This is an optimization exercise on Yosys and OpenROAD, whose aim is small area, a short achievable clock period and few clock cycles per item, not a production implementation. Only simulation tests tie the RTL to the original design; equivalence was not proved. Power and IR drop assume default switching activity.

## echo_median_distance_filter_unit
module echo_median_distance_filter_unit #(
  parameter int WINDOW = 5
) (
  input  logic                 clk,
  input  logic                 rst,
  input  logic                 in_valid,
  output logic                 in_stall,
  input  logic [DUR_W-1:0]     echo_duration_us,
  output logic                 out_valid,
  input  logic                 out_stall,
  output logic [DIST_W-1:0]    distance_q8,
  output logic                 found,
  output logic [COUNT_W-1:0]   kept_count,
  input  logic                 cfg_valid,
  output logic                 cfg_ready,
  input  logic [CFG_IDX_W-1:0] cfg_index,
  input  logic [31:0]          cfg_data
);
==> flow/config.mk <==
export PLATFORM = sky130hd
export DESIGN_NAME = echo_median_distance_filter_unit
export DESIGN_NICKNAME = echo_median_distance_filter_unit
export VERILOG_FILES = /design/flow/design.v
export SDC_FILE = /design/flow/constraint.sdc
export NUM_CORES = 4
export LEC_CHECK = 0
export CAP_MARGIN = 20
export CORE_MARGIN = 2
export CORE_UTILIZATION = 40
export CTS_CLUSTER_DIAMETER = 80
export CTS_CLUSTER_SIZE = 40
export SETUP_SLACK_MARGIN = 4.2
export SLEW_MARGIN = 20
==> flow/constraint.sdc <==
create_clock -name core_clock -period 7.0 [get_ports {clk}]
set_input_delay 1.4000 -clock core_clock [delete_from_list [all_inputs] [get_ports {clk}]]
set_output_delay 1.4000 -clock core_clock [all_outputs]
set_load 0.01 [all_outputs]
standard.sh (not shown) runs the stock make flow with config.mk's settings and CLKGATE_MAP_FILE= SYNTH_SCRIPT=/design/flow/synth_recipe.tcl, a recipe that flattens the netlist after the stock synthesis.
==> flow/flow/run.sh <==
#!/bin/bash
# Standard layout (the standard.sh: standard synthesis, ORFS floorplan to finish), with
# one change: the port buffers are sky130_fd_sc_hd__buf_2 instead of the cell buffer_ports
# picks by default (clkdlybuf4s50_1, a delay cell). Every port still gets its buffer.
set -euo pipefail
bash standard.sh BUFFER_PORTS_ARGS="-buffer_cell sky130_fd_sc_hd__buf_2" finish > standard_flow.log 2>&1
Testbench counts at the start, summed over its fixed seeds: cycles 8,208, items 1,600.
Edit:
CORE_UTILIZATION = 60   (was 40)
CTS_CLUSTER_DIAMETER = not set   (was 80)
CTS_CLUSTER_SIZE = not set   (was 40)
Count of clock-buffer cells in the layout does not change.
Total power falls by a few percent.
Via count rises slightly.
Edit:
CORE_UTILIZATION = 40   (was 60)
PLACE_DENSITY = 0.75   (was not set)
=>
- worst setup slack is worse by 0.080 ns
- wire length went up by 3.2%
- core utilization goes down by 22 points
- cell area climbs by 1.8%
- register-to-register slack got worse by 0.08 ns
Edit:
PLACE_DENSITY = not set   (was 0.75)
SETUP_SLACK_MARGIN = 4.4   (was 4.2)
Result:
- The new run completed with no timing, DRC or antenna violations
- worst setup slack gets better by 0.12 ns
- die area is unchanged
- synthesized area does not change
- via count rises by 0.53%
- final cell count rises by 2.0%
- maximum frequency rises by 4.6%
Edit:
SETUP_SLACK_MARGIN = 4.2   (was 4.4)
Outcome: Wire length went down by 4.2%; design area went down by 4.1%; first-iteration DRC count went up by 4.0%; via count went down by 3.0%; area after synthesis stays the same; count of clock-buffer cells in the layout went down by 1; utilization went down by 2.0 points; setup slack is worse by 0.037 ns; non-clock buffer count went down by 32.

echo_median_distance_filter_unit again, from the RTL that the note above started with.
clock: 7.0 ns
lec_check: 0
cap_margin: 20
core_margin: 2
core_utilization: 40
setup_slack_margin: 4.2
slew_margin: 20
run.sh (not shown) runs the stock make flow with config.mk's settings and CLKGATE_MAP_FILE= SYNTH_SCRIPT=/design/flow/synth_recipe.tcl, a recipe that flattens the netlist after the stock synthesis.
Stock flow here: none of the scripts above is used.
The baseline completed without violations.
Testbench counts at the start, summed over its fixed seeds: cycles 8,208, items 1,600.
Then changed:
--- a/flow/config.mk
+++ b/flow/config.mk
@@ -10,3 +10,3 @@
 export CORE_UTILIZATION = 40
-export SETUP_SLACK_MARGIN = 4.2
+export SETUP_SLACK_MARGIN = 3.9
 export SLEW_MARGIN = 20
=> Worst hold slack is about the same; sequential share of layout area is higher by 0.83 points; flip-flop and latch count stays the same.
Then changed:
--- a/flow/config.mk
+++ b/flow/config.mk
@@ -10,3 +10,3 @@
 export CORE_UTILIZATION = 40
-export SETUP_SLACK_MARGIN = 3.9
+export SETUP_SLACK_MARGIN = 4.5
 export SLEW_MARGIN = 20
After rerunning: The changed run produced a clean layout; wire length climbs by 8.9%; total power climbs by 3.4%; clock skew stays flat; die area stays the same; cell area climbs by 10%.
Then changed:
==> flow/flow/run.sh (new file) <==
#!/bin/bash
# Standard layout (the standard.sh: standard synthesis, ORFS floorplan to finish), with
# two changes: the port buffers are sky130_fd_sc_hd__buf_2 instead of the cell buffer_ports
# picks by default (clkdlybuf4s50_1, a delay cell), and timing repair may resize a cell to
# any cell of the same function (MATCH_CELL_FOOTPRINT=0). Every port still gets its buffer.
set -euo pipefail
bash standard.sh BUFFER_PORTS_ARGS="-buffer_cell sky130_fd_sc_hd__buf_2" MATCH_CELL_FOOTPRINT=0 finish > standard_flow.log 2>&1
==> flow/standard.sh (new file) <==
#!/bin/bash
# synth_recipe.tcl (not shown) runs the flow's synth.tcl, then flattens the netlist and writes it again
# the make line also repeats each setting of config.mk as NAME=value (left out here)
make -C /OpenROAD-flow-scripts/flow DESIGN_CONFIG=/design/flow/config.mk WORK_HOME=/design/flow/orfs CLKGATE_MAP_FILE= SYNTH_SCRIPT=/design/flow/synth_recipe.tcl "${@:-finish}"
--- a/flow/config.mk
+++ b/flow/config.mk
@@ -10,3 +10,3 @@
 export CORE_UTILIZATION = 40
-export SETUP_SLACK_MARGIN = 4.5
+export SETUP_SLACK_MARGIN = 4.2
 export SLEW_MARGIN = 20
removed: flow/run.sh
Outcome:
- core utilization fell by 4.9 points
- global-route usage came out lower by 1.1 points
- via count decreases by a few percent
- wire length went down by a few percent
- combinational power shrinks by roughly a tenth

-- re-timing with driven ports --
No port has a modelled driver above. Below, the same layouts with a new extraction and two added sets of constraints. Step 1 sets driving cells, clkbuf_16 on the clock port and buf_2 on the other inputs (assumed; they add their load-dependent delay and slew). Step 2 moves the port delays by t, midway between the first and last clock arrival at a register: inputs arrive t later, outputs are due t later. That takes back most of the time a late clock gives input paths. a / b / c = no drivers / after step 1 / after step 2; a / b = the first two.
run | shift t [ns] | slack for setup (ns) | slew at the worst register clock pin (ns) | worst data-port slew with drivers (ns) | pins driven straight from the clock port
the first run of note 1 | 0.485 | 4.253 / 4.253 / 3.939 | 0.08 / 0.08 | 0.03 | 1
the second run of note 1 | 0.475 | 4.246 / 4.246 / 3.961 | 0.08 / 0.08 | 0.03 | 1
the third run of note 1 | 0.474 | 4.166 / 4.166 / 3.903 | 0.08 / 0.08 | 0.04 | 1
the fourth run of note 1 | 0.482 | 4.290 / 4.290 / 4.042 | 0.08 / 0.08 | 0.03 | 1
the fifth run of note 1 | 0.485 | 4.253 / 4.253 / 3.939 | 0.08 / 0.08 | 0.03 | 1
the first run of note 2 | 0.483 | 4.260 / 4.222 / 3.815 | 0.08 / 0.08 | 0.04 | 1
the second run of note 2 | 0.482 | 3.980 / 3.998 / 3.516 | 0.08 / 0.08 | 0.03 | 1
the third run of note 2 | 0.487 | 4.295 / 4.295 / 4.133 | 0.08 / 0.08 | 0.04 | 1
the fourth run of note 2 | 0.478 | 4.282 / 4.282 / 3.926 | 0.08 / 0.08 | 0.03 | 1
After both steps setup and hold are still met in every run listed. For the second run of note 2, which loses most, drivers alone change the setup slack by +0.018 ns; drivers and shift together by -0.464 ns.
